Background: an optimization exercise with open tools, aiming at small area, a short achievable clock period and few clock cycles per item. Do not read the settings as production practice.
At most, simulation tests tie the RTL to the original design; equivalence was not proved.
Only the layout flow was run in runs 1, 2, 5 and 6; the RTL was not checked for function there.

===== flow/run.sh =====
#!/bin/bash
# Layout flow: the standard flow with three changes.
# - Synthesis is the standard synthesis (synth_recipe.tcl and ORFS's
#   synth.tcl, unchanged, so the registers are the same) except that the
#   final ABC mapping uses flow/abc_tea.script: one delay-oriented &nf
#   mapping with pin permutation, instead of ORFS's five rounds of
#   restructuring, which leaves a smaller netlist at the same speed.
# - Plain buf_1 cells as the port buffers (every port is still buffered).
# - A larger setup margin for ORFS's timing repair, so that repair works
#   towards the period the design can reach instead of stopping at 12 ns.
set -euo pipefail
W=$(pwd)
sed 's|^  log_cmd abc {\*}\$abc_args$|  set abc_args [lreplace $abc_args 1 1 $::env(TEA_ABC_SCRIPT)]\n  log_cmd abc {*}$abc_args|' \
  "$FLOW_HOME/scripts/synth.tcl" > "$W/tea_synth.tcl"
grep -q TEA_ABC_SCRIPT "$W/tea_synth.tcl"
sed "s|source \$::env(SCRIPTS_DIR)/synth.tcl|source $W/tea_synth.tcl|" \
  "$W/synth_recipe.tcl" > "$W/tea_synth_recipe.tcl"
grep -q tea_synth.tcl "$W/tea_synth_recipe.tcl"
export TEA_ABC_SCRIPT="$W/flow/abc_tea.script"
bash standard.sh "BUFFER_PORTS_ARGS=-buffer_cell sky130_fd_sc_hd__buf_1" \
  SETUP_SLACK_MARGIN=6.8 "SYNTH_SCRIPT=$W/tea_synth_recipe.tcl" finish > standard.log 2>&1

===== config.mk =====
export PLATFORM = sky130hd
export DESIGN_NAME = tea_iter_core
export DESIGN_NICKNAME = tea_iter_core
export VERILOG_FILES = /design/flow/design.v
export SDC_FILE = /design/flow/constraint.sdc
export NUM_CORES = 4
export LEC_CHECK = 0
export CAP_MARGIN = 20
export CORE_MARGIN = 2
export CORE_UTILIZATION = 40
export CTS_BUF_LIST = sky130_fd_sc_hd__clkbuf_16
export CTS_CLUSTER_DIAMETER = 100
export CTS_CLUSTER_SIZE = 20
export SLEW_MARGIN = 20
export TNS_END_PERCENT = 0

===== flow/abc_tea.script =====
&get -n
&st
&dch -f
&nf -p
&put
buffer -c
topo
stime -c
upsize -c
dnsize -c

===== design.v =====
module tea_iter_core (
  input  logic             clk,
  input  logic             rst,
  input  logic             in_valid,
  output logic             in_ready,
  input  logic             in_decrypt,
  input  logic [63:0]      in_v,
  input  logic [127:0]     in_k,
  output logic             out_valid,
  input  logic             out_ready,
  output logic [63:0]      out_v,
  output logic             out_decrypt
);
  localparam logic [31:0] DELTA        = 32'h9E3779B9;
  localparam logic [31:0] NEG_DELTA    = 32'h61C88647;   
  localparam logic [31:0] SUM_DEC_INIT = 32'hC6EF3720;   
  function automatic logic [31:0] add32(input logic [31:0] x, input logic [31:0] y,
                                        input logic cin);
    logic [31:0] g, p, gg, pp, gn, pn;
    g  = x & y;
    p  = x ^ y;
    gg = g;
    pp = p;
    gg[0] = g[0] | (p[0] & cin);
    for (int l = 0; l < 5; l++) begin
      gn = gg;
      pn = pp;
      for (int i = 0; i < 32; i++) begin
        if ((i >> l) & 1) begin
          gn[i] = gg[i] | (pp[i] & gg[((i >> l) << l) - 1]);
          pn[i] = pp[i] & pp[((i >> l) << l) - 1];
        end
      end
      gg = gn;
      pp = pn;
    end
    add32 = p ^ {gg[30:0], cin};
  endfunction
  logic         run_q;       
  logic         sw_q;        
  logic         fin_q;       
  logic         done_q;      
  logic [31:0]  a_q, b_q, sum_q;
  logic [63:0]  kx_q, ky_q;
  logic         dec_q;
  logic         ph_q;        
  logic         in_rdy, accept;
  logic         step, last;
  logic [31:0]  f, b_step;
  assign f = add32(b_q << 4, kx_q[63:32], 1'b0) ^ add32(b_q, sum_q, 1'b0)
           ^ add32(b_q >> 5, kx_q[31:0], 1'b0);
  assign b_step = add32(a_q ^ {32{dec_q}}, f, 1'b0) ^ {32{dec_q}};
  assign step = run_q & ~sw_q;
  assign last = ph_q & (dec_q ? (sum_q[12] & sum_q[16] & sum_q[28])
                              : (sum_q[5] & ~sum_q[27]));
  assign in_rdy      = ~run_q & (~done_q | out_ready);
  assign accept      = in_valid & in_rdy;
  assign in_ready    = in_rdy & ~rst;
  assign out_valid   = done_q;
  assign out_v       = {a_q, b_q};
  assign out_decrypt = dec_q;
  always_ff @(posedge clk) begin
    if (rst) begin
      run_q  <= 1'b0;
      done_q <= 1'b0;
    end else if (accept) begin
      run_q  <= 1'b1;
      done_q <= 1'b0;
    end else if (run_q) begin
      if (sw_q ? fin_q : (last & ~dec_q)) begin
        run_q  <= 1'b0;
        done_q <= 1'b1;
      end
    end else if (out_ready) begin
      done_q <= 1'b0;
    end
  end
  always_ff @(posedge clk) begin
    if (accept) begin
      sw_q  <= in_decrypt;
      fin_q <= 1'b0;
    end else if (run_q) begin
      if (sw_q) sw_q <= 1'b0;
      else if (last) begin
        sw_q  <= 1'b1;
        fin_q <= 1'b1;
      end
    end
  end
  always_ff @(posedge clk) begin
    if (run_q) begin
      kx_q <= ~ky_q;
      ky_q <= ~kx_q;
      if (step) ph_q <= ~ph_q;
      sum_q <= sum_q + ((dec_q ? NEG_DELTA : DELTA) & {32{step & ph_q}});
    end else begin
      kx_q  <= in_k[63:0];
      ky_q  <= ~in_k[127:64];
      ph_q  <= 1'b0;
      sum_q <= in_decrypt ? SUM_DEC_INIT : DELTA;
    end
  end
  always_ff @(posedge clk) begin
    if (run_q) begin
      a_q <= b_q;
      b_q <= sw_q ? a_q : b_step;
    end else if (accept) begin
      a_q   <= in_v[63:32];
      b_q   <= in_v[31:0];
      dec_q <= in_decrypt;
    end
  end
endmodule

===== standard.sh =====
#!/bin/bash
# synth_recipe.tcl (not shown) runs the flow's synth.tcl, then flattens the netlist and writes it again
# the make line also repeats each setting of config.mk as NAME=value (left out here)
make -C /OpenROAD-flow-scripts/flow DESIGN_CONFIG=/design/flow/config.mk WORK_HOME=/design/flow/orfs CLKGATE_MAP_FILE= SYNTH_SCRIPT=/design/flow/synth_recipe.tcl "${@:-finish}"

===== constraint.sdc =====
create_clock -name core_clock -period 12.0 [get_ports {clk}]
set_input_delay 2.4000 -clock core_clock [delete_from_list [all_inputs] [get_ports {clk}]]
set_output_delay 2.4000 -clock core_clock [all_outputs]
set_load 0.01 [all_outputs]

==> metrics.yaml, run 1 <==
synth:
  synth_ff_type: "dfxtp_1"
  ys_seq_area_share_pct: 35.4
  yosysWarnings: 1
  syn_nets: 1934
  syn_area_per_cell_um2: 9.45
  ys_types: 53
  netlist_area_um2: 14900
  postSynth.asyncResetShare_pct: 0
  netlist_instances: 1574
  synth_top_area_share_pct: 22.1
  synth_top_cell_by_area: "dfxtp_1"
  ys_seq_elements: 230
  yosys-top-cells-area: "dfxtp_1 22%, edfxtp_1 13%, ha_1 12%"
  synth_edf_count: 66
drt:
  ant_nets: 0
  routedWlPerCell_um: 17.9
  drt_iter0_drc: 606
  finalWirelength_um: 41500
  viasPerCell: 5.20
  drc_errors: 0
  drt-pass1-iter-count: 7
  via_count: 12100
global_routing:
  antenna_found_initial: 1
  grt_overflow: 0
  met3_usage_pct: 2.99
  grt_use_met1_pct: 30.1
  grt_max_degree: 173
  grt_usage_pct: 20.9
  grt-busiest-layer: "met2"
  grt_use_met2_pct: 33.8
  grt_pass1_wl_um: 63600
  grt_pass1_vias: 11500
finish:
  syn_to_final_growth_pct: 16.0
  antenna_cells: 0
  final_cells: 2319
  drive_above_1_share_pct: 8.05
  layout.nets: 2201
sta:
  clock.fmax_ghz: 0.188
  drv_slew: 0
  finalHoldViolCount: 0
  fin_tns_setup_ns: 0
  setup_viol: 0
  rsz0062_at_grt: "yes"
  clock_skew_ns: 0.0307
  slew_headroom_pct: 30.1
  worstMarginPinSlew_ns: 1.05
  timing.final.crit_share_pct: 44.3
  post-route-min-period_ns: 5.31
critical_path:
  crit_family: "buffers and inverters"
  worstSetupPathType: "in2out"
  crit_chain: "buf_1 > inv_1 > a21oi_2 > nor2b_4 > buf_6"
  cp_num_buf_inv: 3
  cp-start-kind: "input pin"
  worstPathMaxFanout: 2
  cp_slowest_cell: "nor2b_4"
  crit_required_ns: 9.60
  critPathMaxStageDelay_ns: 0.17
  crit_path_end_kind: "output port"
  arrival_ns: 2.91
clocking:
  root_buffer: "clkbuf_16"
  hold_buffers: 0
  cts.clk_slew.worst_paths_ns: 0.08
  cts_buffers: 16
  worst_skew_pair.late_latency_ns: 0.52
  cts.sinks: 230
  clock_path_buffers: 3
  cts_tree: "yes"
  h-tree-depth: 1
placement:
  io_buffers: 263
  dp.cells: 2259
  place.gp.congestion: 0.876
  hpwlAfterDp_um: 31500
job:
  timing.max_cap.violations: 0
floorplanning:
  chipWidth_um: 197
  dieHeight_um: 197
  ios: 264
  design.core.area_um2: 36600
  rows: 70
  dieArea_um2: 38700
  initial_core_util_pct: 40.6
worst_hold_path:
  hp-class: "reg2reg"
outcome:
  run_status: "timing/DRC/antenna clean"
[cell usage after synthesis, types with 15 or more instances]
master,number
ha_1,143
xor2_1,87
xnor2_1,149
clkbuf_1,35
mux2i_1,64
a21o_1,20
nand2_1,112
nor2_1,137
fa_1,20
inv_1,63
o21a_1,15
o21ai_0,79
nor2b_1,24
mux2_2,43
a21oi_1,212
buf_1,16
edfxtp_1,66
dfxtp_1,164
[placed cells by master, fill, tap and decap left out, types with 23 or more instances in the layout]
cell	netlist	layout
nor2b_1	24	23
xor2_1	87	86
inv_1	63	69
ha_1	143	141
mux2_2	43	43
buf_1	16	262
dfxtp_1	164	163
nor2_1	137	135
o21ai_0	79	75
a21oi_1	212	203
nand2_1	112	110
mux2i_1	64	64
xnor2_1	149	149
buf_4	0	35
edfxtp_1	66	66
[path summary, 6_finish.rpt]
| path | from | to | slack [ns] | depth (start not counted) |
|---|---|---|---|---|
| max | out_ready | in_ready | 6.69 | 5 |
| min | ky_q[42] | kx_q[42] | 0.40 | 1 |
| max reg2reg | b_q[0] | b_q[31] | 6.73 | 25 |
| min reg2reg | ky_q[42] | kx_q[42] | 0.40 | 1 |
[layout make-up]
class | instances | area, µm²
clock buffers | 17 | 425
flip-flops and latches | 230 | 5270
well taps | 468 | 586
clock inverters | 11 | 66.3
fillers | 3594 | 19400
repair buffers | 300 | 1290
multi-input cells | 1230 | 9380
inverters | 63 | 236
[flip-flops by register name, indices dropped and copies added, names as in the netlist]
register  cells
done_q        1
fin_q         1
sw_q          1
a_q          32
ky_q         64
ph_q          1
kx_q         64
b_q          32
sum_q        32
dec_q         1
run_q         1
[per-stage QoR]
step	hold WS, ns	util, %	setup slack, ns	cell area [µm²]
floorplan	0.388	-	6.79	14900
global placement	0.391	44.6	6.04	16300
detailed placement	0.395	44.6	5.96	16300
CTS	0.403	46.4	6.69	17000
global route	0.402	47.1	6.45	17300
finish	0.395	47.1	6.69	17300
[what timing repair did]
action                                  in CTS  in global routing
gates resized for setup                     18                 28
pin swaps                                   10                 31
endpoints found under the setup margin      17                 28
buffers inserted                            12                 20
endpoints found under the hold margin        0                  0
cloned                                       0                  0
[worst register-to-register path, cell delays in order (launching register included)]
cell      delay, ns
edfxtp_1       0.38
ha_2           0.17
inv_1          0.05
fa_2           0.36
nand3b_1       0.23
a21oi_2        0.24
a31oi_4        0.17
o41ai_4        0.42
buf_4          0.21
buf_4          0.11
buf_4          0.11
a31o_2         0.17
a21oi_1        0.08
xnor2_1        0.25
xnor2_1        0.12
ha_1           0.35
a21oi_2        0.15
o21ai_2        0.09
a21oi_2        0.14
o21ai_2        0.08
a31oi_4        0.25
nor3_2         0.10
o22a_1         0.18
and2_4         0.14
or4_1          0.39
a31oi_1        0.17
[metal layers]
metal | routed length [µm] | part of all wire [%]
met3 | 2030 | 4.9
met1 | 20300 | 49
met5 | 13 | 0.031
met2 | 18700 | 45
met4 | 482 | 1.2
[cell families (layout without fill, tap and decap cells)]
logic type      Yosys count  after routing  share of synthesized area [%]
compound gates          396            396                           15.5
simple gates            323            323                           9.34
xor+xnor                241            241                           14.7
flops                   230            230                           35.4
fa+ha+maj               163            163                           14.7
buf+inv                 114            391                           2.88
mux                     107            107                           7.56
==> run 2: changes to the inputs <==
--- a/design.v
+++ b/design.v
@@ -40,6 +40,7 @@
   logic         sw_q;        
   logic         fin_q;       
   logic         done_q;      
+  logic         idle_q;      
   logic [31:0]  a_q, b_q, sum_q;
   logic [63:0]  kx_q, ky_q;
   logic         dec_q;
@@ -53,7 +54,7 @@
   assign step = run_q & ~sw_q;
   assign last = ph_q & (dec_q ? (sum_q[12] & sum_q[16] & sum_q[28])
                               : (sum_q[5] & ~sum_q[27]));
-  assign in_rdy      = ~run_q & (~done_q | out_ready);
+  assign in_rdy      = idle_q | (done_q & out_ready);
   assign accept      = in_valid & in_rdy;
   assign in_ready    = in_rdy & ~rst;
   assign out_valid   = done_q;
@@ -63,9 +64,11 @@
     if (rst) begin
       run_q  <= 1'b0;
       done_q <= 1'b0;
+      idle_q <= 1'b1;
     end else if (accept) begin
       run_q  <= 1'b1;
       done_q <= 1'b0;
+      idle_q <= 1'b0;
     end else if (run_q) begin
       if (sw_q ? fin_q : (last & ~dec_q)) begin
         run_q  <= 1'b0;
@@ -73,6 +76,7 @@
       end
     end else if (out_ready) begin
       done_q <= 1'b0;
+      idle_q <= 1'b1;
     end
   end
   always_ff @(posedge clk) begin
@@ -89,13 +93,13 @@
   end
   always_ff @(posedge clk) begin
     if (run_q) begin
-      kx_q <= ~ky_q;
-      ky_q <= ~kx_q;
+      kx_q <= ky_q;
+      ky_q <= kx_q;
       if (step) ph_q <= ~ph_q;
       sum_q <= sum_q + ((dec_q ? NEG_DELTA : DELTA) & {32{step & ph_q}});
     end else begin
       kx_q  <= in_k[63:0];
-      ky_q  <= ~in_k[127:64];
+      ky_q  <= in_k[127:64];
       ph_q  <= 1'b0;
       sum_q <= in_decrypt ? SUM_DEC_INIT : DELTA;
     end
==> run 2 against run 1 <==
Against the previous run: still clean on timing, DRC and antenna; non-clock buffer count grew 9; clock-buffer cell count shrank 2; die area grew 2.3%.
==> metrics.yaml, run 2 <==
critical_path:
  crit_family: "buffers and inverters"  # unchanged
  crit_required_ns: 9.60  # about the same
  crit_path_end_kind: "output port"  # unchanged
  arrival_ns: 2.81  # was 2.91 ns
  worstPathMaxFanout: 2  # unchanged
  cp-start-kind: "input pin"  # unchanged
  cp_num_buf_inv: 2  # was 3
  crit_chain: "buf_1 > a21oi_2 > nor2_1 > buf_1"  # was buf_1 > inv_1 > a21oi_2 > nor2b_4 > buf_6
  cp_common_cell: "buf_1"
  cp_slowest_cell: "buf_1"  # was nor2b_4
  critPathMaxStageDelay_ns: 0.15  # was 0.17 ns
  worstSetupPathType: "in2out"  # unchanged
finish:
  final_core_util_pct: 46.9  # was 47.1%
  drive_above_1_share_pct: 15.6  # was 8.05%
  final_cell_mix: "263 x buf_1, 166 x mux2_2, 164 x dfxtp_1"  # was 262 x buf_1, 203 x a21oi_1, 163 x dfxtp_1
  fillers: 3647  # was 3594
  seq_area_um2: 5290  # was 5270 µm²
  layout.nets: 2152  # was 2201
  reg_top3: "kx_q (64), ky_q (64)"  # unchanged
  final_common_cell: "buf_1"  # unchanged
  antenna_cells: 0  # unchanged
  syn_to_final_growth_pct: 15.7  # was 16.0%
  final_cells: 2310  # was 2319
  multi_input_area_um2: 9740  # was 9380 µm²
sta:
  fin_tns_setup_ns: 0  # unchanged
  post-route-min-period_ns: 5.21  # was 5.31 ns
  setup_viol: 0  # unchanged
  worstMarginPinSlew_ns: 1.04  # was 1.05 ns
  timing.final.crit_share_pct: 43.4  # was 44.3%
  finalHoldViolCount: 0  # unchanged
  clock.fmax_ghz: 0.192  # was 0.188 GHz
  clock_skew_ns: 0.0202  # was 0.0307 ns
  drv_slew: 0  # unchanged
  rsz0062_at_grt: "yes"  # unchanged
  slew_headroom_pct: 30.5  # was 30.1%
clocking:
  hold_buffers: 0  # unchanged
  worst_skew_pair.late_latency_ns: 0.52  # about the same
  clock_path_buffers: 3  # unchanged
  cts_buffers: 15  # was 16
  cts.clk_slew.worst_paths_ns: 0.08  # about the same
  root_buffer: "clkbuf_16"  # unchanged
  cts_tree: "yes"  # unchanged
  h-tree-depth: 1  # unchanged
  cts.sinks: 231  # was 230
outcome:
  run_status: "timing/DRC/antenna clean"  # unchanged
synth:
  synth-xor-area-share_pct: 14.1  # was 14.7%
  postSynth.asyncResetShare_pct: 0  # unchanged
  yosysWarnings: 1  # unchanged
  yosys-top-cells-area: "dfxtp_1 22%, edfxtp_1 13%, mux2_2 12%"  # was dfxtp_1 22%, edfxtp_1 13%, ha_1 12%
  synth_edf_count: 66  # unchanged
  ys_seq_elements: 231  # was 230
  synth_ff_type: "dfxtp_1"  # unchanged
  ys_types: 62  # was 53
  synth_top_family_by_area: "adder cells"  # was compound AO/OA/AOI/OAI gates
  synth_top_cell_by_area: "dfxtp_1"  # unchanged
  synth_compound_area_share_pct: 13.8  # was 15.5%
  synth_top_area_share_pct: 21.7  # was 22.1%
  syn_nets: 1870  # was 1934
  yosysMostFrequentCell: "mux2_2"  # was a21oi_1
  netlist_instances: 1510  # was 1574
  synthTopCellsByCount: "166 x mux2_2, 165 x dfxtp_1, 143 x ha_1"  # was 212 x a21oi_1, 164 x dfxtp_1, 149 x xnor2_1
  ys_seq_area_share_pct: 34.7  # was 35.4%
  syn_area_per_cell_um2: 10.1  # was 9.45 µm²
  netlist_area_um2: 15200  # was 14900 µm²
  synthSimpleGateAreaFrac_pct: 8.55  # was 9.34%
  synth.mux.area_fraction_pct: 12.3  # was 7.56%
  synthAdderAreaFrac_pct: 14.4  # was 14.7%
global_routing:
  grt-busiest-layer: "met2"  # unchanged
  antenna_found_initial: 0  # was 1
  grt_overflow: 0  # unchanged
  grt_pass1_wl_um: 62100  # was 63600 µm
  grt_pass1_vias: 11700  # was 11500
  met3_usage_pct: 3.27  # was 2.99%
  grt_use_met1_pct: 25.9  # was 30.1%
  grt_max_degree: 188  # was 173
  grt_usage_pct: 19.9  # was 20.9%
  grt_use_met2_pct: 34.9  # was 33.8%
drt:
  routedWlPerCell_um: 17.4  # was 17.9 µm
  drt-pass1-iter-count: 5  # was 7
  finalWirelength_um: 40100  # was 41500 µm
  drc_errors: 0  # unchanged
  via_count: 11700  # was 12100
  drt_iter0_drc: 413  # was 606
  viasPerCell: 5.05  # was 5.20
  ant_nets: 0  # unchanged
job:
  timing.max_cap.violations: 0  # unchanged
floorplanning:
  initial_core_util_pct: 40.5  # was 40.6%
  chipWidth_um: 199  # was 197 µm
  rows: 71  # was 70
  design.core.area_um2: 37600  # was 36600 µm²
  dieArea_um2: 39700  # was 38700 µm²
  dieHeight_um: 199  # was 197 µm
  ios: 264  # unchanged
placement:
  hpwlAfterDp_um: 30400  # was 31500 µm
  place.gp.congestion: 0.849  # was 0.876
  dp.cells: 2245  # was 2259
  io_buffers: 263  # unchanged
worst_hold_path:
  hp-class: "reg2reg"  # unchanged
[run 2: timing repair]
item / 4_1_cts / 5_1_grt
resized for setup: 13 / 23
setup buffers: 16 / 25
pin swaps: 16 / 20
setup endpoints to repair: 9 / 17
[run 2: worst paths after layout]
check / from / endpoint / slack (ns) / cells after the start
setup / recovery: out_ready / in_ready / 6.79 / 4
hold / removal: ky_q[29] / kx_q[29] / 0.46 / 1
setup reg to reg: b_q[0] / b_q[30] / 6.88 / 23
hold reg to reg: ky_q[29] / kx_q[29] / 0.46 / 1
[run 2: final cells by class]
| cell class | count | share of cell area, % |
|---|---|---|
| multi-input combinational | 1188 | 55.3 |
| timing repair buffer | 309 | 7.77 |
| tap | 511 | 3.63 |
| inverter | 47 | 1.00 |
| clock buffer | 15 | 2.13 |
| sequential | 231 | 30.0 |
| clock inverter | 9 | 0.220 |
[run 2: metrics by stage]
stage          hold slack, ns  worst slack, ns  instance area, µm²
6_report                0.458             6.79               17600
5_1_grt                 0.474             6.65               17600
4_1_cts                 0.459             6.79               17300
3_5_place_dp            0.441             6.20               16800
3_3_place_gp            0.437             6.25               16800
2_1_floorplan           0.433             6.92               15200
[run 2: logic make-up (layout without fill, tap and decap cells)]
group | Yosys count | in the layout
xor gates and xnor gates | 240 | 240
and+or+nand+nor | 290 | 290
muxes | 166 | 166
buffers and inverters | 91 | 380
AOI/OAI and AO/OA | 329 | 329
DFF | 231 | 231
adders and majority gates | 163 | 163
[run 2: metal layers]
metal | wire [µm] | part of all wire [%]
met1 | 18200 | 45
met2 | 19600 | 49
met3 | 1720 | 4.3
met4 | 636 | 1.6
met5 | 0 | 0
==> run 3: changes to the inputs <==
--- a/design.v
+++ b/design.v
@@ -93,13 +93,13 @@
   end
   always_ff @(posedge clk) begin
     if (run_q) begin
-      kx_q <= ky_q;
-      ky_q <= kx_q;
+      kx_q <= ~ky_q;
+      ky_q <= ~kx_q;
       if (step) ph_q <= ~ph_q;
       sum_q <= sum_q + ((dec_q ? NEG_DELTA : DELTA) & {32{step & ph_q}});
     end else begin
       kx_q  <= in_k[63:0];
-      ky_q  <= in_k[127:64];
+      ky_q  <= ~in_k[127:64];
       ph_q  <= 1'b0;
       sum_q <= in_decrypt ? SUM_DEC_INIT : DELTA;
     end
==> run 3 against run 2 <==
Against the previous run: die area down 2.1%; final cell count about the same; sequential cell count unchanged; still clean on timing, DRC and antenna; via count up 0.76%; highest routed layer unchanged; synthesized cell count up 3.5%; wire length down 2.4%; design area down 2.2%.
==> metrics.yaml, run 3 <==
synth:
  ys_seq_elements: 231  # unchanged
  synth_edf_count: 66  # unchanged
  syn_area_per_cell_um2: 9.54  # was 10.1 µm²
  yosysMostFrequentCell: "a21oi_1"  # was mux2_2
  synth_ff_type: "dfxtp_1"  # unchanged
  netlist_area_um2: 14900  # was 15200 µm²
  yosysWarnings: 1  # unchanged
  postSynth.asyncResetShare_pct: 0  # unchanged
  yosys-top-cells-area: "dfxtp_1 22%, edfxtp_1 13%, ha_1 12%"  # was dfxtp_1 22%, edfxtp_1 13%, mux2_2 12%
  synth_top_area_share_pct: 22.2  # was 21.7%
  synthTopCellsByCount: "209 x a21oi_1, 165 x dfxtp_1, 143 x ha_1"  # was 166 x mux2_2, 165 x dfxtp_1, 143 x ha_1
  syn_nets: 1923  # was 1870
  ys_seq_area_share_pct: 35.5  # was 34.7%
  synth_top_cell_by_area: "dfxtp_1"  # unchanged
  ys_types: 58  # was 62
  netlist_instances: 1563  # was 1510
sta:
  post-route-min-period_ns: 5.22  # was 5.21 ns
  clock_skew_ns: 0.0211  # was 0.0202 ns
  setup_viol: 0  # unchanged
  timing.final.ws_setup_ns: 6.78  # was 6.79 ns
  worstMarginPinSlew_ns: 1.07  # was 1.04 ns
  timing.final.crit_share_pct: 43.5  # was 43.4%
  fin_tns_setup_ns: 0  # unchanged
  finalHoldViolCount: 0  # unchanged
  drv_slew: 0  # unchanged
  slew_headroom_pct: 28.9  # was 30.5%
  worst_hold_slack_ns: 0.393  # was 0.458 ns
  rsz0062_at_grt: "yes"  # unchanged
  clock.fmax_ghz: 0.192  # about the same
critical_path:
  cp_slowest_cell: "a21oi_4"  # was buf_1
  cp-start-kind: "input pin"  # unchanged
  reg2reg_slack_ns: 6.94  # was 6.88 ns
  critPathMaxStageDelay_ns: 0.14  # was 0.15 ns
  cp_num_buf_inv: 2  # unchanged
  worstPathMaxFanout: 2  # unchanged
  rr_worst_depth: 22  # was 23
  timing.rr.start: "b_q[7]"  # was b_q[0]
  crit_path_end_kind: "output port"  # unchanged
  crit_required_ns: 9.60  # about the same
  worstSetupPathType: "in2out"  # unchanged
  crit_chain: "buf_6 > a21oi_4 > nor2_2 > buf_2"  # was buf_1 > a21oi_2 > nor2_1 > buf_1
  rr_endpoint: "b_q[29]"  # was b_q[30]
  crit_family: "buffers and inverters"  # unchanged
  arrival_ns: 2.82  # was 2.81 ns
finish:
  final_core_util_pct: 47.1  # was 46.9%
  final_cell_mix: "261 x buf_1, 200 x a21oi_1, 164 x dfxtp_1"  # was 263 x buf_1, 166 x mux2_2, 164 x dfxtp_1
  final_common_cell: "buf_1"  # unchanged
  drive_above_1_share_pct: 8.04  # was 15.6%
  reg_top3: "kx_q (64), ky_q (64)"  # unchanged
  syn_to_final_growth_pct: 15.6  # was 15.7%
  layout.nets: 2190  # was 2152
placement:
  io_buffers: 263  # unchanged
  hpwlAfterDp_um: 29900  # was 30400 µm
  place.gp.congestion: 0.843  # was 0.849
  pre_cts_ws_ns: 6.08  # was 6.20 ns
clocking:
  clock_path_buffers: 3  # unchanged
  cts.clk_slew.worst_paths_ns: 0.08  # about the same
  cts_buffers: 16  # was 15
  cts_tree: "yes"  # unchanged
  cts.sinks: 231  # unchanged
  h-tree-depth: 1  # unchanged
  hold_buffers: 0  # unchanged
  worst_skew_pair.late_latency_ns: 0.52  # about the same
  root_buffer: "clkbuf_16"  # unchanged
floorplanning:
  rows: 70  # was 71
  ios: 264  # unchanged
  dieArea_um2: 38800  # was 39700 µm²
  chipWidth_um: 197  # was 199 µm
  design.core.area_um2: 36600  # was 37600 µm²
  initial_core_util_pct: 40.7  # was 40.5%
  dieHeight_um: 197  # was 199 µm
global_routing:
  grt_pass1_vias: 11500  # was 11700
  grt_max_degree: 98  # was 188
  grt_overflow: 0  # unchanged
  grt_usage_pct: 19.7  # was 19.9%
  antenna_found_initial: 1  # was 0
  grt_pass1_wl_um: 60500  # was 62100 µm
drt:
  viasPerCell: 5.10  # was 5.05
  routedWlPerCell_um: 17.0  # was 17.4 µm
  drc_errors: 0  # unchanged
  drt_iter0_drc: 466  # was 413
  finalWirelength_um: 39200  # was 40100 µm
  drt-pass1-iter-count: 5  # unchanged
  via_count: 11800  # was 11700
  ant_nets: 0  # unchanged
worst_hold_path:
  hold_depth: 1  # unchanged
  hp-class: "reg2reg"  # unchanged
  min-delay-start: "ky_q[36]"  # was ky_q[29]
  hold_path_end: "kx_q[36]"  # was kx_q[29]
outcome:
  run_status: "timing/DRC/antenna clean"  # unchanged
job:
  timing.max_cap.violations: 0  # unchanged
## run 3: cell types whose count changed in the layout (fill, tap and decap cells not counted), sizes merged, moves of 11 or more
cell   previous run  this run
a21oi           138       209
mux2            166        45
mux2i             0        64
nor2             87       131
o21a             18         7
o21ai            73        84
## run 3: kinds of logic after synthesis
family          after synthesis  share of synthesized area (%)
compound gates              387                           14.8
xor+xnor                    238                           14.8
fa+ha+maj                   163                           14.7
buf+inv                     102                           2.69
flops                       231                           35.5
mux                         109                           7.70
simple gates                333                           9.88
## run 3: worst max path at each step
stage               depth (start not counted)       end      start
detailed placement                         22   b_q[31]     b_q[0]
finish                                      4  in_ready  out_ready
global route                               26   b_q[31]     b_q[0]
CTS                                         4  in_ready  out_ready
global placement                           24   b_q[29]     b_q[0]
floorplan                                  24   b_q[29]     b_q[0]
## run 3: cell type report
type / count / area [µm²]
fillers: 3565 / 19400
clock inverters: 11 / 66.3
diodes: 1 / 2.50
repair buffers: 300 / 1290
clock buffers: 17 / 425
well taps: 468 / 586
inverters: 51 / 191
flip-flops and latches: 231 / 5290
multi-input cells: 1230 / 9390
## run 3: timing repair
action / in CTS / in global routing
resized for setup: 15 / 29
buffers inserted: 6 / 24
endpoints found under the setup margin: 17 / 19
pin swaps: 4 / 22
## run 3: routing by layer
layer	share of wire (%)	wire length [µm]	up-vias	global-route usage [%]
met5	0	0	-	0
met4	2.2	863	0	4.85
met3	5.3	2090	38	3.69
met2	48	18800	255	34.4
met1	44	17400	5432	25.0
li1	-	-	6041	-
## run 3: metrics by stage
| stage | area, µm² | instances |
|---|---|---|
| after floorplan | 14900 | 1563 |
| after global placement | 16300 | 2250 |
| after detailed placement | 16300 | 2250 |
| after CTS | 17000 | 2284 |
| after global routing | 17200 | 2309 |
| final | 17200 | 2309 |
## run 3: worst reg2reg max path, cell delays in order, from the launching register on
cell	delay (ns)
edfxtp_1	0.47
ha_1	0.43
a21o_1	0.19
a31o_2	0.23
a31oi_4	0.26
o311ai_4	0.11
buf_6	0.16
buf_4	0.15
a21o_1	0.17
a21o_1	0.18
xor2_1	0.14
xnor2_1	0.26
xnor2_1	0.10
ha_1	0.34
a21o_1	0.18
a21oi_1	0.17
o21ai_1	0.11
a31oi_4	0.28
nor2_1	0.10
a211oi_2	0.25
xnor2_1	0.13
o21ai_0	0.08
mux2_2	0.29
Testbench counts of run 3, summed over its fixed seeds: cycles 25,324, items 384.
==> run 4: changes to the inputs <==
--- a/flow/run.sh
+++ b/flow/run.sh
@@ -18,4 +18,4 @@
 grep -q tea_synth.tcl "$W/tea_synth_recipe.tcl"
 export TEA_ABC_SCRIPT="$W/flow/abc_tea.script"
 bash standard.sh "BUFFER_PORTS_ARGS=-buffer_cell sky130_fd_sc_hd__buf_1" \
-  SETUP_SLACK_MARGIN=6.8 "SYNTH_SCRIPT=$W/tea_synth_recipe.tcl" finish > standard.log 2>&1
+  SETUP_SLACK_MARGIN=6.6 "SYNTH_SCRIPT=$W/tea_synth_recipe.tcl" finish > standard.log 2>&1
==> run 4 against run 3 <==
Against the previous run: still clean; via count is 0.72% lower; area after synthesis stayed put; utilization is 0.67 points lower; fmax is 0.47% lower; non-clock buffer count is 22 lower; sequential share of layout area is 0.45 points higher; clock skew hardly changed; largest cell class unchanged; highest routed layer unchanged.
==> metrics.yaml, run 4 <==
outcome:
  run_status: "timing/DRC/antenna clean"  # unchanged
job:
  timing.max_cap.violations: 0  # unchanged
global_routing:
  grt_max_degree: 98  # unchanged
  grt_pass1_wl_um: 60300  # was 60500 µm
  grt_pass1_vias: 11500  # about the same
  grt_usage_pct: 19.6  # was 19.7%
  grt_overflow: 0  # unchanged
  antenna_found_initial: 2  # was 1
drt:
  finalWirelength_um: 38900  # was 39200 µm
  drc_errors: 0  # unchanged
  ant_nets: 0  # unchanged
  viasPerCell: 5.11  # was 5.10
  drt-pass1-iter-count: 5  # unchanged
  via_count: 11700  # was 11800
  routedWlPerCell_um: 17.0  # about the same
  drt_iter0_drc: 447  # was 466
finish:
  final_cells: 2288  # was 2309
  final_common_cell: "buf_1"  # unchanged
  reg_top3: "kx_q (64), ky_q (64)"  # unchanged
  fillers: 3581  # was 3565
  final_cell_mix: "263 x buf_1, 204 x a21oi_1, 164 x dfxtp_1"  # was 261 x buf_1, 200 x a21oi_1, 164 x dfxtp_1
  syn_to_final_growth_pct: 14.0  # was 15.6%
  drive_above_1_share_pct: 6.11  # was 8.04%
  layout.nets: 2168  # was 2190
clocking:
  worst_skew_pair.late_latency_ns: 0.52  # about the same
  cts.clk_slew.worst_paths_ns: 0.08  # about the same
  h-tree-depth: 1  # unchanged
  cts_tree: "yes"  # unchanged
  clock_path_buffers: 3  # unchanged
  cts_buffers: 16  # unchanged
  root_buffer: "clkbuf_16"  # unchanged
  hold_buffers: 0  # unchanged
  cts.sinks: 231  # unchanged
floorplanning:
  chipWidth_um: 197  # unchanged
  initial_core_util_pct: 40.7  # unchanged
  dieHeight_um: 197  # unchanged
  dieArea_um2: 38800  # unchanged
  design.core.area_um2: 36600  # unchanged
  rows: 70  # unchanged
  ios: 264  # unchanged
placement:
  dp.cells: 2250  # unchanged
  pre_cts_ws_ns: 6.08  # unchanged
  hpwlAfterDp_um: 29900  # unchanged
  io_buffers: 263  # unchanged
  place.gp.congestion: 0.843  # unchanged
synth:
  postSynth.asyncResetShare_pct: 0  # unchanged
  netlist_area_um2: 14900  # unchanged
  yosys-top-cells-area: "dfxtp_1 22%, edfxtp_1 13%, ha_1 12%"  # unchanged
  synth_ff_type: "dfxtp_1"  # unchanged
  synthTopCellsByCount: "209 x a21oi_1, 165 x dfxtp_1, 143 x ha_1"  # unchanged
  synth_top_area_share_pct: 22.2  # unchanged
  synth_edf_count: 66  # unchanged
  syn_area_per_cell_um2: 9.54  # unchanged
  netlist_instances: 1563  # unchanged
  ys_seq_area_share_pct: 35.5  # unchanged
  ys_seq_elements: 231  # unchanged
  yosysWarnings: 1  # unchanged
  ys_types: 58  # unchanged
  syn_nets: 1923  # unchanged
  yosysMostFrequentCell: "a21oi_1"  # unchanged
  synth_top_cell_by_area: "dfxtp_1"  # unchanged
sta:
  rsz0062_at_grt: "yes"  # unchanged
  timing.final.crit_share_pct: 43.7  # was 43.5%
  setup_viol: 0  # unchanged
  post-route-min-period_ns: 5.25  # was 5.22 ns
  drv_slew: 0  # unchanged
  timing.final.ws_setup_ns: 6.75  # was 6.78 ns
  fin_tns_setup_ns: 0  # unchanged
  worst_hold_slack_ns: 0.392  # was 0.393 ns
  clock_skew_ns: 0.0207  # was 0.0211 ns
  finalHoldViolCount: 0  # unchanged
  worstMarginPinSlew_ns: 1.07  # about the same
  clock.fmax_ghz: 0.191  # was 0.192 GHz
  slew_headroom_pct: 28.8  # was 28.9%
critical_path:
  worstPathMaxFanout: 2  # unchanged
  critPathMaxStageDelay_ns: 0.17  # was 0.14 ns
  crit_chain: "buf_1 > a21oi_1 > nor2_1 > buf_1"  # was buf_6 > a21oi_4 > nor2_2 > buf_2
  arrival_ns: 2.85  # was 2.82 ns
  crit_family: "buffers and inverters"  # unchanged
  worstSetupPathType: "in2out"  # unchanged
  cp_num_buf_inv: 2  # unchanged
  crit_required_ns: 9.60  # about the same
  crit_path_end_kind: "output port"  # unchanged
  cp_slowest_cell: "a21oi_1"  # was a21oi_4
  cp-start-kind: "input pin"  # unchanged
  cp_common_cell: "buf_1"
worst_hold_path:
  hp-class: "reg2reg"  # unchanged
[run 4: area by class of cell]
type	instances	area, µm²	share of cell area [%]
diodes	2	5.00	0.0295
clock buffers	17	425	2.50
clock inverters	11	66.3	0.390
inverters	51	191	1.13
multi-input cells	1230	9330	54.9
flip-flops and latches	231	5290	31.1
well taps	468	586	3.45
repair buffers	278	1100	6.47
[run 4: logic make-up after synthesis]
logic type / synth area share, %
AO/OA/AOI/OAI: 14.8
buffers and inverters: 2.69
AND/OR/NAND/NOR: 9.88
adder cells (fa/ha/maj): 14.7
flip-flops: 35.5
XOR/XNOR: 14.8
multiplexers: 7.70
[run 4: stage by stage]
step / cell area [µm²] / util [%]
5_1_grt: 17000 / 46.4
4_1_cts: 16900 / 46.1
3_3_place_gp: 16300 / 44.6
3_5_place_dp: 16300 / 44.6
6_report: 17000 / 46.4
2_1_floorplan: 14900 / -
[run 4: path summary, 6_finish.rpt]
| path | to | start | slack, ns | depth (start not counted) |
|---|---|---|---|---|
| max reg2reg | b_q[29] | b_q[5] | 6.77 | 24 |
| min | kx_q[36] | ky_q[36] | 0.39 | 1 |
| max | in_ready | out_ready | 6.75 | 4 |
| min reg2reg | kx_q[36] | ky_q[36] | 0.39 | 1 |
[run 4: what timing repair did]
action | in CTS | in global routing
pin swaps | 1 | 8
setup endpoints to repair | 14 | 18
setup buffers | 3 | 5
gates resized for setup | 6 | 16
[run 4: metal layers]
metal	wire length [µm]	vias up	global-route usage, %
li1	-	5990	-
met1	17400	5395	25.0
met2	18600	253	34.2
met3	2040	43	3.69
met4	908	0	4.85
met5	0	-	0
==> run 5: changes to the inputs <==
--- a/design.v
+++ b/design.v
@@ -54,7 +54,7 @@
   assign step = run_q & ~sw_q;
   assign last = ph_q & (dec_q ? (sum_q[12] & sum_q[16] & sum_q[28])
                               : (sum_q[5] & ~sum_q[27]));
-  assign in_rdy      = idle_q | (done_q & out_ready);
+  assign in_rdy      = idle_q;
   assign accept      = in_valid & in_rdy;
   assign in_ready    = in_rdy & ~rst;
   assign out_valid   = done_q;
@@ -67,14 +67,13 @@
       idle_q <= 1'b1;
     end else if (accept) begin
       run_q  <= 1'b1;
-      done_q <= 1'b0;
       idle_q <= 1'b0;
     end else if (run_q) begin
       if (sw_q ? fin_q : (last & ~dec_q)) begin
         run_q  <= 1'b0;
         done_q <= 1'b1;
       end
-    end else if (out_ready) begin
+    end else if (done_q & out_ready) begin
       done_q <= 1'b0;
       idle_q <= 1'b1;
     end
--- a/flow/run.sh
+++ b/flow/run.sh
@@ -18,4 +18,4 @@
 grep -q tea_synth.tcl "$W/tea_synth_recipe.tcl"
 export TEA_ABC_SCRIPT="$W/flow/abc_tea.script"
 bash standard.sh "BUFFER_PORTS_ARGS=-buffer_cell sky130_fd_sc_hd__buf_1" \
-  SETUP_SLACK_MARGIN=6.6 "SYNTH_SCRIPT=$W/tea_synth_recipe.tcl" finish > standard.log 2>&1
+  SETUP_SLACK_MARGIN=7 "SYNTH_SCRIPT=$W/tea_synth_recipe.tcl" finish > standard.log 2>&1
==> run 5 against run 4 <==
Against the previous run: still clean on timing, DRC and antenna; hold slack improved by 0.0011 ns; area after synthesis increased by 0.20%; fmax is 1.8% higher; final cell count increased by 1.5%; clock-buffer cell count unchanged; register-to-register slack better by 0.07 ns; wire length rose by 0.26%; non-clock buffer count up 25; critical endpoint is now b_q[29].
==> metrics.yaml, run 5 <==
outcome:
  run_status: "timing/DRC/antenna clean"  # unchanged
synth:
  synth_ff_type: "dfxtp_1"  # unchanged
  ys_types: 63  # was 58
  syn_nets: 1933  # was 1923
  yosysMostFrequentCell: "a21oi_1"  # unchanged
  netlist_instances: 1573  # was 1563
  ys_seq_elements: 231  # unchanged
  syn_area_per_cell_um2: 9.49  # was 9.54 µm²
  synth_top_area_share_pct: 22.1  # was 22.2%
  ys_seq_area_share_pct: 35.4  # was 35.5%
  synth_edf_count: 66  # unchanged
  yosys-top-cells-area: "dfxtp_1 22%, edfxtp_1 13%, ha_1 12%"  # unchanged
  postSynth.asyncResetShare_pct: 0  # unchanged
  yosysWarnings: 1  # unchanged
  netlist_area_um2: 14900  # about the same
  synthTopCellsByCount: "216 x a21oi_1, 165 x dfxtp_1, 143 x ha_1"  # was 209 x a21oi_1, 165 x dfxtp_1, 143 x ha_1
  synth_top_cell_by_area: "dfxtp_1"  # unchanged
drt:
  ant_nets: 0  # unchanged
  drc_errors: 0  # unchanged
  drt-pass1-iter-count: 4  # was 5
  viasPerCell: 5.10  # was 5.11
  wl_met3_um: 1600  # was 2040 µm
  via_count: 11900  # was 11700
  wl_met2_um: 19200  # was 18600 µm
  routedWlPerCell_um: 16.8  # was 17.0 µm
  m1WireLength_um: 17600  # was 17400 µm
  highest_layer: "met4"  # unchanged
  finalWirelength_um: 39000  # was 38900 µm
  drt_iter0_drc: 458  # was 447
floorplanning:
  dieArea_um2: 38900  # was 38800 µm²
  chipWidth_um: 197  # about the same
  rows: 70  # unchanged
  dieHeight_um: 197  # about the same
  initial_core_util_pct: 40.7  # about the same
  ios: 264  # unchanged
  design.core.area_um2: 36700  # was 36600 µm²
critical_path:
  cp-start-kind: "flip-flop"  # was input pin
  arrival_ns: 5.42  # was 2.85 ns
  startpoint: "b_q[0]"  # was out_ready
  worstSetupPathType: "reg2reg"  # was in2out
  crit_required_ns: 12.27  # was 9.60 ns
  crit_path_end_kind: "flip-flop"  # was output port
  timing.rr.start: "b_q[0]"  # was b_q[5]
  worstPathMaxFanout: 6  # was 2
sta:
  worstMarginPinSlew_ns: 1.02  # was 1.07 ns
  clock.fmax_ghz: 0.194  # was 0.191 GHz
  finalHoldViolCount: 0  # unchanged
  slew_headroom_pct: 32.1  # was 28.8%
  rsz0062_at_grt: "yes"  # unchanged
  fin_tns_setup_ns: 0  # unchanged
  clock_skew_ns: 0.0322  # was 0.0207 ns
  post-route-min-period_ns: 5.16  # was 5.25 ns
  setup_viol: 0  # unchanged
  drv_slew: 0  # unchanged
  timing.final.crit_share_pct: 43.0  # was 43.7%
  worst_hold_slack_ns: 0.393  # was 0.392 ns
finish:
  final_common_cell: "buf_1"  # unchanged
  fillers: 3570  # was 3581
  antenna_cells: 0  # was 2
  syn_to_final_growth_pct: 15.9  # was 14.0%
  multi_input_area_um2: 9450  # was 9330 µm²
  final_cell_mix: "261 x buf_1, 206 x a21oi_1, 164 x dfxtp_1"  # was 263 x buf_1, 204 x a21oi_1, 164 x dfxtp_1
  layout.nets: 2204  # was 2168
  reg_top3: "kx_q (64), ky_q (64)"  # unchanged
  seq_area_um2: 5290  # unchanged
  drive_above_1_share_pct: 8.63  # was 6.11%
clocking:
  cts.sinks: 231  # unchanged
  hold_buffers: 0  # unchanged
  clock_path_buffers: 3  # unchanged
  cts_tree: "yes"  # unchanged
  root_buffer: "clkbuf_16"  # unchanged
  worst_skew_pair.late_latency_ns: 0.53  # was 0.52 ns
  h-tree-depth: 1  # unchanged
  cts_buffers: 16  # unchanged
  cts.clk_slew.worst_paths_ns: 0.09  # was 0.08 ns
worst_hold_path:
  hp-class: "reg2reg"  # unchanged
  min-delay-start: "ky_q[48]"  # was ky_q[36]
global_routing:
  grt_usage_pct: 19.9  # was 19.6%
  antenna_found_initial: 0  # was 2
  grt_max_degree: 86  # was 98
  grt_pass1_vias: 11800  # was 11500
  grt_overflow: 0  # unchanged
  grt_pass1_wl_um: 61500  # was 60300 µm
placement:
  place.gp.congestion: 0.871  # was 0.843
  io_buffers: 263  # unchanged
  hpwlAfterDp_um: 29700  # was 29900 µm
job:
  timing.max_cap.violations: 0  # unchanged
-- run 5: cell count changes in the layout (fill, tap and decap cells not counted), moves of 4 or more --
cell and delta:
buf_4 +24, a21o_1 -9, a21oi_2 +6, inv_1 -6, and2_1 +4
-- run 5: cell families (layout without fill, tap and decap cells) --
| kind of cell | after synthesis | after routing | synth area share [%] |
|---|---|---|---|
| AOI/OAI and AO/OA | 393 | 393 | 15.0 |
| and+or+nand+nor | 335 | 335 | 9.80 |
| xor gates and xnor gates | 239 | 239 | 14.7 |
| DFF | 231 | 231 | 35.4 |
| adders and majority gates | 163 | 163 | 14.7 |
| muxes | 110 | 110 | 7.76 |
| buffers and inverters | 102 | 383 | 2.73 |
-- run 5: worst paths after layout --
| check | slack [ns] | depth (start not counted) | end |
|---|---|---|---|
| worst min-delay path | 0.39 | 1 | kx_q[48] |
| worst max register to register | 6.84 | 24 | b_q[29] |
| worst max-delay path | 6.84 | 24 | b_q[29] |
| worst min register to register | 0.39 | 1 | kx_q[48] |
-- run 5: per-layer routing --
metal	GRT usage, %	vias up
met1	25.4	5535
met4	3.59	0
met5	0	-
met2	36.0	206
li1	-	6079
met3	2.78	31
-- run 5: stage by stage --
step | instances | area [µm²] | worst slack [ns] | util, %
floorplan | 1573 | 14900 | 7.02 | -
global placement | 2261 | 16400 | 6.34 | 44.6
detailed placement | 2261 | 16400 | 6.11 | 44.6
CTS | 2312 | 17200 | 6.87 | 46.8
global route | 2322 | 17300 | 6.58 | 47.2
finish | 2322 | 17300 | 6.84 | 47.2
-- run 5: cell type report --
| cell class | instances | share of cell area (%) |
|---|---|---|
| repair buffers | 303 | 7.53 |
| well taps | 468 | 3.38 |
| clock buffers | 17 | 2.46 |
| multi-input cells | 1240 | 54.6 |
| clock inverters | 11 | 0.340 |
| flip-flops and latches | 231 | 30.6 |
| inverters | 52 | 1.13 |
-- run 5: critical path, cell delays in order (launching register included) --
cell,delay (ns)
edfxtp_1,0.42
ha_2,0.19
inv_1,0.07
fa_2,0.20
nand3b_1,0.15
a21oi_2,0.09
a2111o_1,0.51
a311oi_4,0.24
buf_6,0.16
inv_2,0.07
fa_1,0.38
xnor2_1,0.20
xnor2_1,0.15
xnor2_1,0.10
ha_1,0.34
a21oi_2,0.18
o21ai_2,0.09
a21oi_2,0.16
o21ai_2,0.08
a31oi_4,0.31
nor2_2,0.06
a211oi_2,0.25
xnor2_1,0.13
o21ai_0,0.08
mux2_2,0.28
-- run 5: what timing repair did --
action                     4_1_cts  5_1_grt
pin swaps                       23       27
setup endpoints to repair       19       20
gates resized for setup         41       14
buffers inserted                23       10
==> run 6: changes to the inputs <==
--- a/design.v
+++ b/design.v
@@ -92,13 +92,13 @@
   end
   always_ff @(posedge clk) begin
     if (run_q) begin
-      kx_q <= ~ky_q;
-      ky_q <= ~kx_q;
+      kx_q <= ky_q;
+      ky_q <= kx_q;
       if (step) ph_q <= ~ph_q;
       sum_q <= sum_q + ((dec_q ? NEG_DELTA : DELTA) & {32{step & ph_q}});
     end else begin
       kx_q  <= in_k[63:0];
-      ky_q  <= ~in_k[127:64];
+      ky_q  <= in_k[127:64];
       ph_q  <= 1'b0;
       sum_q <= in_decrypt ? SUM_DEC_INIT : DELTA;
     end
==> run 6 against run 5 <==
Against the previous run: area after synthesis rose by 2.0%; wire length rose by 2.4%; setup slack got worse by 0.026 ns; still clean on timing, DRC and antenna; design area rose by 1.5%; final cell count fell by 0.56%; highest routed layer unchanged; sequential share of layout area fell by 0.45 points; critical path type unchanged; via count fell by 1.5%; critical endpoint unchanged.
==> metrics.yaml, run 6 <==
synth:
  yosysMostFrequentCell: "mux2_2"  # was a21oi_1
  syn_area_per_cell_um2: 10.1  # was 9.49 µm²
  netlist_instances: 1511  # was 1573
  netlist_area_um2: 15200  # was 14900 µm²
  ys_seq_area_share_pct: 34.7  # was 35.4%
  yosysWarnings: 1  # unchanged
  synth_top_area_share_pct: 21.7  # was 22.1%
  ys_types: 61  # was 63
  synthTopCellsByCount: "166 x mux2_2, 165 x dfxtp_1, 143 x ha_1"  # was 216 x a21oi_1, 165 x dfxtp_1, 143 x ha_1
  syn_nets: 1871  # was 1933
  synth_ff_type: "dfxtp_1"  # unchanged
  yosys-top-cells-area: "dfxtp_1 22%, edfxtp_1 13%, mux2_2 12%"  # was dfxtp_1 22%, edfxtp_1 13%, ha_1 12%
  synth_top_cell_by_area: "dfxtp_1"  # unchanged
  synth_edf_count: 66  # unchanged
  ys_seq_elements: 231  # unchanged
  postSynth.asyncResetShare_pct: 0  # unchanged
finish:
  final_cell_area_um2: 17600  # was 17300 µm²
  reg_top3: "kx_q (64), ky_q (64)"  # unchanged
  drive_above_1_share_pct: 15.1  # was 8.63%
  final_common_cell: "buf_1"  # unchanged
  syn_to_final_growth_pct: 15.3  # was 15.9%
  antenna_cells: 0  # unchanged
  final_cell_mix: "263 x buf_1, 166 x mux2_2, 164 x dfxtp_1"  # was 261 x buf_1, 206 x a21oi_1, 164 x dfxtp_1
  layout.nets: 2151  # was 2204
  fillers: 3653  # was 3570
drt:
  via_count: 11700  # was 11900
  finalWirelength_um: 39900  # was 39000 µm
  ant_nets: 0  # unchanged
  viasPerCell: 5.06  # was 5.10
  drt_iter0_drc: 457  # was 458
  routedWlPerCell_um: 17.3  # was 16.8 µm
  drc_errors: 0  # unchanged
  drt-pass1-iter-count: 5  # was 4
sta:
  setup_viol: 0  # unchanged
  rsz0062_at_grt: "yes"  # unchanged
  clock_skew_ns: 0.0164  # was 0.0322 ns
  post-route-min-period_ns: 5.18  # was 5.16 ns
  clock.fmax_ghz: 0.193  # was 0.194 GHz
  worstMarginPinSlew_ns: 1.01  # was 1.02 ns
  finalHoldViolCount: 0  # unchanged
  fin_tns_setup_ns: 0  # unchanged
  drv_slew: 0  # unchanged
  timing.final.crit_share_pct: 43.2  # was 43.0%
  slew_headroom_pct: 32.4  # was 32.1%
clocking:
  cts_tree: "yes"  # unchanged
  worst_skew_pair.late_latency_ns: 0.51  # was 0.53 ns
  h-tree-depth: 1  # unchanged
  cts_buffers: 15  # was 16
  root_buffer: "clkbuf_16"  # unchanged
  cts.clk_slew.worst_paths_ns: 0.09  # about the same
  clock_path_buffers: 3  # unchanged
  cts.sinks: 231  # unchanged
placement:
  place.gp.congestion: 0.842  # was 0.871
  io_buffers: 263  # unchanged
  placed_area_um2: 16800  # was 16400 µm²
  hpwlAfterDp_um: 30100  # was 29700 µm
global_routing:
  grt_pass1_wl_um: 61400  # was 61500 µm
  grt_overflow: 0  # unchanged
  grt_usage_pct: 19.7  # was 19.9%
  grt_max_degree: 181  # was 86
  grt_pass1_vias: 11600  # was 11800
  antenna_found_initial: 0  # unchanged
critical_path:
  arrival_ns: 5.45  # was 5.42 ns
  crit_required_ns: 12.27  # about the same
  crit_family: "compound AO/OA/AOI/OAI gates"  # unchanged
  cp_slowest_cell: "edfxtp_1"  # was a2111o_1
  worstPathMaxFanout: 7  # was 6
  reg2reg_slack_ns: 6.82  # was 6.84 ns
  crit_path_end_kind: "flip-flop"  # unchanged
  cp-start-kind: "flip-flop"  # unchanged
  worstSetupPathType: "reg2reg"  # unchanged
  crit_chain: "ha_4 > a21o_1 > a31o_2 > a31oi_4 > nor2_1 > o21a_1 > o21a_1 > or2_2 > xnor2_2 > xnor2_1 > ha_1 > a21oi_2 > o21ai_0 > a21oi_2 > o31ai_4 > a2111oi_4 > buf_6 > nor2_1 > a211oi_2 > xnor2_1 > o21ai_1 > mux2_2"  # was ha_2 > inv_1 > fa_2 > nand3b_1 > a21oi_2 > a2111o_1 > a311oi_4 > buf_6 > inv_2 > fa_1 > xnor2_1 > xnor2_1 > xnor2_1 > ha_1 > a21oi_2 > o21ai_2 > a21oi_2 > o21ai_2 > a31oi_4 > nor2_2 > a211oi_2 > xnor2_1 > o21ai_0 > mux2_2
  critPathMaxStageDelay_ns: 0.52  # was 0.51 ns
  cp_num_buf_inv: 1  # was 3
outcome:
  run_status: "timing/DRC/antenna clean"  # unchanged
floorplanning:
  dieArea_um2: 39600  # was 38900 µm²
  ios: 264  # unchanged
  dieHeight_um: 199  # was 197 µm
  initial_core_util_pct: 40.5  # was 40.7%
  rows: 71  # was 70
  design.core.area_um2: 37600  # was 36700 µm²
  chipWidth_um: 199  # was 197 µm
worst_hold_path:
  hp-class: "reg2reg"  # unchanged
job:
  timing.max_cap.violations: 0  # unchanged
[run 6: through the flow]
stage	utilization, %	setup slack [ns]	std cells	hold slack, ns
2_1_floorplan	-	7.01	1511	0.433
3_3_place_gp	44.6	6.31	2246	0.436
3_5_place_dp	44.6	6.20	2246	0.439
4_1_cts	46.2	6.77	2289	0.453
5_1_grt	46.7	6.54	2309	0.473
6_report	46.7	6.82	2309	0.452
[run 6: cell type report]
cell class / count / area [µm²] / share of cell area, %
inverter: 46 / 173 / 0.983
sequential: 231 / 5290 / 30.1
clock inverter: 9 / 38.8 / 0.221
multi-input combinational: 1190 / 9700 / 55.3
timing repair buffer: 307 / 1340 / 7.64
tap: 511 / 639 / 3.64
clock buffer: 15 / 375 / 2.14
[run 6: cells by family after synthesis]
| kind of cell | synth area share, % |
|---|---|
| buffers and inverters | 2.23 |
| AO/OA/AOI/OAI | 13.8 |
| adder cells (fa/ha/maj) | 14.4 |
| multiplexers | 12.3 |
| AND/OR/NAND/NOR | 8.51 |
| XOR/XNOR | 14.1 |
| flip-flops | 34.7 |
[run 6: routing by layer]
layer | global-route usage [%] | vias up | share of wire (%)
li1 | - | 5937 | -
met1 | 25.3 | 5444 | 45
met2 | 34.4 | 253 | 48
met3 | 3.76 | 41 | 5.1
met4 | 4.28 | 0 | 1.8
met5 | 0 | - | 0
[run 6: path summary, 6_finish.rpt]
path	cells past startpoint	endpoint	from
worst max-delay path	22	b_q[29]	b_q[5]
worst min-delay path	1	kx_q[6]	ky_q[6]
worst max register to register	22	b_q[29]	b_q[5]
worst min register to register	1	kx_q[6]	ky_q[6]
[run 6: timing repair]
| action | CTS | global route |
|---|---|---|
| hold endpoints to repair | 0 | 0 |
| pin swaps | 15 | 25 |
| hold buffers | 0 | 0 |
| setup buffers | 19 | 20 |
| gates resized for setup | 14 | 13 |
| setup endpoints to repair | 16 | 24 |
==> run 7: changes to the inputs <==
--- a/design.v
+++ b/design.v
@@ -50,11 +50,15 @@
   logic [31:0]  f, b_step;
   assign f = add32(b_q << 4, kx_q[63:32], 1'b0) ^ add32(b_q, sum_q, 1'b0)
            ^ add32(b_q >> 5, kx_q[31:0], 1'b0);
-  assign b_step = add32(a_q ^ {32{dec_q}}, f, 1'b0) ^ {32{dec_q}};
+  logic [31:0] f_st;
+  logic        d_st;
+  assign f_st   = f & {32{~sw_q}};
+  assign d_st   = dec_q & ~sw_q;
+  assign b_step = add32(a_q ^ {32{d_st}}, f_st, 1'b0) ^ {32{d_st}};
   assign step = run_q & ~sw_q;
   assign last = ph_q & (dec_q ? (sum_q[12] & sum_q[16] & sum_q[28])
                               : (sum_q[5] & ~sum_q[27]));
-  assign in_rdy      = idle_q;
+  assign in_rdy      = idle_q | (done_q & out_ready);
   assign accept      = in_valid & in_rdy;
   assign in_ready    = in_rdy & ~rst;
   assign out_valid   = done_q;
@@ -67,13 +71,14 @@
       idle_q <= 1'b1;
     end else if (accept) begin
       run_q  <= 1'b1;
+      done_q <= 1'b0;
       idle_q <= 1'b0;
     end else if (run_q) begin
       if (sw_q ? fin_q : (last & ~dec_q)) begin
         run_q  <= 1'b0;
         done_q <= 1'b1;
       end
-    end else if (done_q & out_ready) begin
+    end else if (out_ready) begin
       done_q <= 1'b0;
       idle_q <= 1'b1;
     end
@@ -92,13 +97,13 @@
   end
   always_ff @(posedge clk) begin
     if (run_q) begin
-      kx_q <= ky_q;
-      ky_q <= kx_q;
+      kx_q <= ~ky_q;
+      ky_q <= ~kx_q;
       if (step) ph_q <= ~ph_q;
       sum_q <= sum_q + ((dec_q ? NEG_DELTA : DELTA) & {32{step & ph_q}});
     end else begin
       kx_q  <= in_k[63:0];
-      ky_q  <= in_k[127:64];
+      ky_q  <= ~in_k[127:64];
       ph_q  <= 1'b0;
       sum_q <= in_decrypt ? SUM_DEC_INIT : DELTA;
     end
@@ -106,7 +111,7 @@
   always_ff @(posedge clk) begin
     if (run_q) begin
       a_q <= b_q;
-      b_q <= sw_q ? a_q : b_step;
+      b_q <= b_step;
     end else if (accept) begin
       a_q   <= in_v[63:32];
       b_q   <= in_v[31:0];
--- a/flow/run.sh
+++ b/flow/run.sh
@@ -18,4 +18,4 @@
 grep -q tea_synth.tcl "$W/tea_synth_recipe.tcl"
 export TEA_ABC_SCRIPT="$W/flow/abc_tea.script"
 bash standard.sh "BUFFER_PORTS_ARGS=-buffer_cell sky130_fd_sc_hd__buf_1" \
-  SETUP_SLACK_MARGIN=7 "SYNTH_SCRIPT=$W/tea_synth_recipe.tcl" finish > standard.log 2>&1
+  SETUP_SLACK_MARGIN=6.8 "SYNTH_SCRIPT=$W/tea_synth_recipe.tcl" finish > standard.log 2>&1
==> run 7 against run 6 <==
Against the previous run: wire length rose by 7.3%; via count rose by 3.8%; synthesized cell count rose by 3.5%; die area fell by 3.1%; still clean; utilization barely moved; non-clock buffer count fell by 11; global-route usage rose by 2.1 points; setup slack got worse by 0.013 ns.
==> metrics.yaml, run 7 <==
drt:
  via_count: 12100  # was 11700
  drc_errors: 0  # unchanged
  finalWirelength_um: 42800  # was 39900 µm
  drt_iter0_drc: 554  # was 457
  viasPerCell: 5.26  # was 5.06
  wl_met2_um: 20000  # was 19200 µm
  drt-pass1-iter-count: 5  # unchanged
  routedWlPerCell_um: 18.6  # was 17.3 µm
critical_path:
  cp-start-kind: "input pin"  # was flip-flop
  crit_required_ns: 9.60  # was 12.27 ns
  worstSetupPathType: "in2out"  # was reg2reg
  arrival_ns: 2.79  # was 5.45 ns
  worstPathMaxFanout: 2  # was 7
  crit_chain: "buf_1 > a21oi_2 > nor2_1 > clkbuf_2"  # was ha_4 > a21o_1 > a31o_2 > a31oi_4 > nor2_1 > o21a_1 > o21a_1 > or2_2 > xnor2_2 > xnor2_1 > ha_1 > a21oi_2 > o21ai_0 > a21oi_2 > o31ai_4 > a2111oi_4 > buf_6 > nor2_1 > a211oi_2 > xnor2_1 > o21ai_1 > mux2_2
  crit_path_end_kind: "output port"  # was flip-flop
  rr_worst_depth: 21  # was 22
  cp_slowest_cell: "a21oi_2"  # was edfxtp_1
synth:
  netlist_instances: 1564  # was 1511
  synthTopCellsByCount: "221 x a21oi_1, 185 x nor2_1, 172 x xnor2_1"  # was 166 x mux2_2, 165 x dfxtp_1, 143 x ha_1
  synth_edf_count: 66  # unchanged
  yosysWarnings: 1  # unchanged
  synth_top_cell_by_area: "dfxtp_1"  # unchanged
  yosysMostFrequentCell: "a21oi_1"  # was mux2_2
  ys_seq_area_share_pct: 35.8  # was 34.7%
  synth_ff_type: "dfxtp_1"  # unchanged
  yosys-top-cells-area: "dfxtp_1 22%, edfxtp_1 13%, ha_1 12%"  # was dfxtp_1 22%, edfxtp_1 13%, mux2_2 12%
  postSynth.asyncResetShare_pct: 0  # unchanged
  netlist_area_um2: 14800  # was 15200 µm²
  synth_top_area_share_pct: 22.4  # was 21.7%
  syn_area_per_cell_um2: 9.43  # was 10.1 µm²
sta:
  clock_skew_ns: 0.0350  # was 0.0164 ns
  slew_headroom_pct: 27.2  # was 32.4%
  finalHoldViolCount: 0  # unchanged
  post-route-min-period_ns: 5.19  # was 5.18 ns
  drv_slew: 0  # unchanged
  worstMarginPinSlew_ns: 1.09  # was 1.01 ns
  timing.final.crit_share_pct: 43.3  # was 43.2%
  rsz0062_at_grt: "yes"  # unchanged
  worst_hold_slack_ns: 0.395  # was 0.452 ns
  fin_tns_setup_ns: 0  # unchanged
finish:
  drive_above_1_share_pct: 6.31  # was 15.1%
  multi_input_area_um2: 9280  # was 9700 µm²
  seq_area_um2: 5290  # unchanged
  antenna_cells: 0  # unchanged
  final_core_util_pct: 46.8  # was 46.7%
  final_cell_mix: "262 x buf_1, 214 x a21oi_1, 184 x nor2_1"  # was 263 x buf_1, 166 x mux2_2, 164 x dfxtp_1
  final_common_cell: "buf_1"  # unchanged
  fillers: 3586  # was 3653
clocking:
  root_buffer: "clkbuf_16"  # unchanged
  worst_skew_pair.late_latency_ns: 0.53  # was 0.51 ns
  cts.sinks: 231  # unchanged
  h-tree-depth: 1  # unchanged
placement:
  place.gp.congestion: 0.906  # was 0.842
  pre_cts_ws_ns: 6.61  # was 6.20 ns
  hpwlAfterDp_um: 33200  # was 30100 µm
  io_buffers: 263  # unchanged
global_routing:
  grt_usage_pct: 21.8  # was 19.7%
  grt_overflow: 0  # unchanged
  grt_pass1_wl_um: 65400  # was 61400 µm
  grt_max_degree: 95  # was 181
  antenna_found_initial: 0  # unchanged
floorplanning:
  design.core.area_um2: 36400  # was 37600 µm²
  ios: 264  # unchanged
  rows: 70  # was 71
  dieHeight_um: 196  # was 199 µm
  chipWidth_um: 196  # was 199 µm
job:
  timing.max_cap.violations: 0  # unchanged
outcome:
  run_status: "timing/DRC/antenna clean"  # unchanged
-- run 7: cell types whose count changed after synthesis, moves of 5 or more --
cell,delta
mux2_2,-142
nor2_1,+98
a21oi_1,+84
mux2i_1,+64
xnor2_1,+32
xor2_1,-32
nand2_1,-20
o21ai_0,-18
clkbuf_1,+11
o21a_1,-10
o21bai_1,+7
and3_1,+6
o311ai_0,+5
-- run 7: repair_timing --
action                     4_1_cts  5_1_grt
buffers inserted                 0       25
hold buffers                     0        0
setup endpoints to repair        9       16
gates resized for setup          4       34
pin swaps                        0       15
-- run 7: final cells by class --
type / instances / share of cell area, %
clock buffers: 16 / 2.35
clock inverters: 12 / 0.440
inverters: 47 / 1.05
multi-input cells: 1235 / 54.4
flip-flops and latches: 231 / 31.0
well taps: 468 / 3.44
repair buffers: 296 / 7.25
-- run 7: final timing paths --
kind,end,slack [ns]
worst max-delay path,in_ready,6.81
worst min-delay path,kx_q[4],0.39
worst max register to register,b_q[27],7.00
worst min register to register,kx_q[4],0.39
-- run 7: metrics by stage --
stage,instance area [µm²],cells
detailed placement,16200,2252
finish,17000,2305
global route,17000,2305
global placement,16200,2252
CTS,16700,2280
floorplan,14800,1564
-- run 7: layer usage --
layer | track usage, % | vias to the layer above
met4 | 8.11 | 0
met3 | 3.68 | 76
met5 | 0 | -
li1 | - | 6036
met1 | 27.4 | 5635
met2 | 37.8 | 377
-- run 7: critical path, delay by kind of cell --
family                 cells  cell delay, ns
AND/OR/NAND/NOR            1            0.05
AO/OA/AOI/OAI              1            0.13
buffers and inverters      2            0.22
-- run 7: cells by family after synthesis --
kind of cell / Yosys count / synth area share, %
xor+xnor: 245 / 15.3
buf+inv: 98 / 2.50
compound gates: 378 / 15.0
simple gates: 361 / 10.4
fa+ha+maj: 163 / 14.8
mux: 88 / 6.18
flops: 231 / 35.8
Testbench counts of run 7, summed over its fixed seeds: cycles 25,324, items 384.

-- what the ideal ports hide --
The flow's constraints put no driver on any port. The routed layouts listed below were extracted and timed again, unchanged, in two steps.
Step 1 sets driving cells, clkbuf_16 on the clock port and buf_2 on the other inputs (assumed; they add their load-dependent delay and slew).
Step 2 moves the port delays by t, midway between the first and last clock arrival at a register: inputs arrive t later, outputs are due t later. That takes back most of the time a late clock gives input paths.
Slacks: no drivers / after step 1 / after step 2; pairs: no drivers / after step 1.
run	shift t [ns]	slack for setup (ns)	hold slack, ns	worst data-port slew with drivers (ns)
run 1	0.558	6.689 / 6.665 / 6.665	0.395 / 0.395 / 0.395	0.08
run 2	0.552	6.786 / 6.765 / 6.765	0.458 / 0.458 / 0.458	0.06
run 3	0.562	6.779 / 6.749 / 6.749	0.393 / 0.393 / 0.393	0.14
run 4	0.560	6.754 / 6.734 / 6.734	0.392 / 0.392 / 0.392	0.14
run 5	0.568	6.845 / 6.827 / 6.827	0.393 / 0.393 / 0.393	0.06
run 6	0.557	6.819 / 6.804 / 6.804	0.452 / 0.452 / 0.452	0.06
run 7	0.567	6.806 / 6.786 / 6.786	0.395 / 0.395 / 0.395	0.06
After both steps setup and hold are still met in every run listed. The setup slack of run 3, which loses most, moves by -0.030 ns with the drivers and by -0.030 ns with both steps.
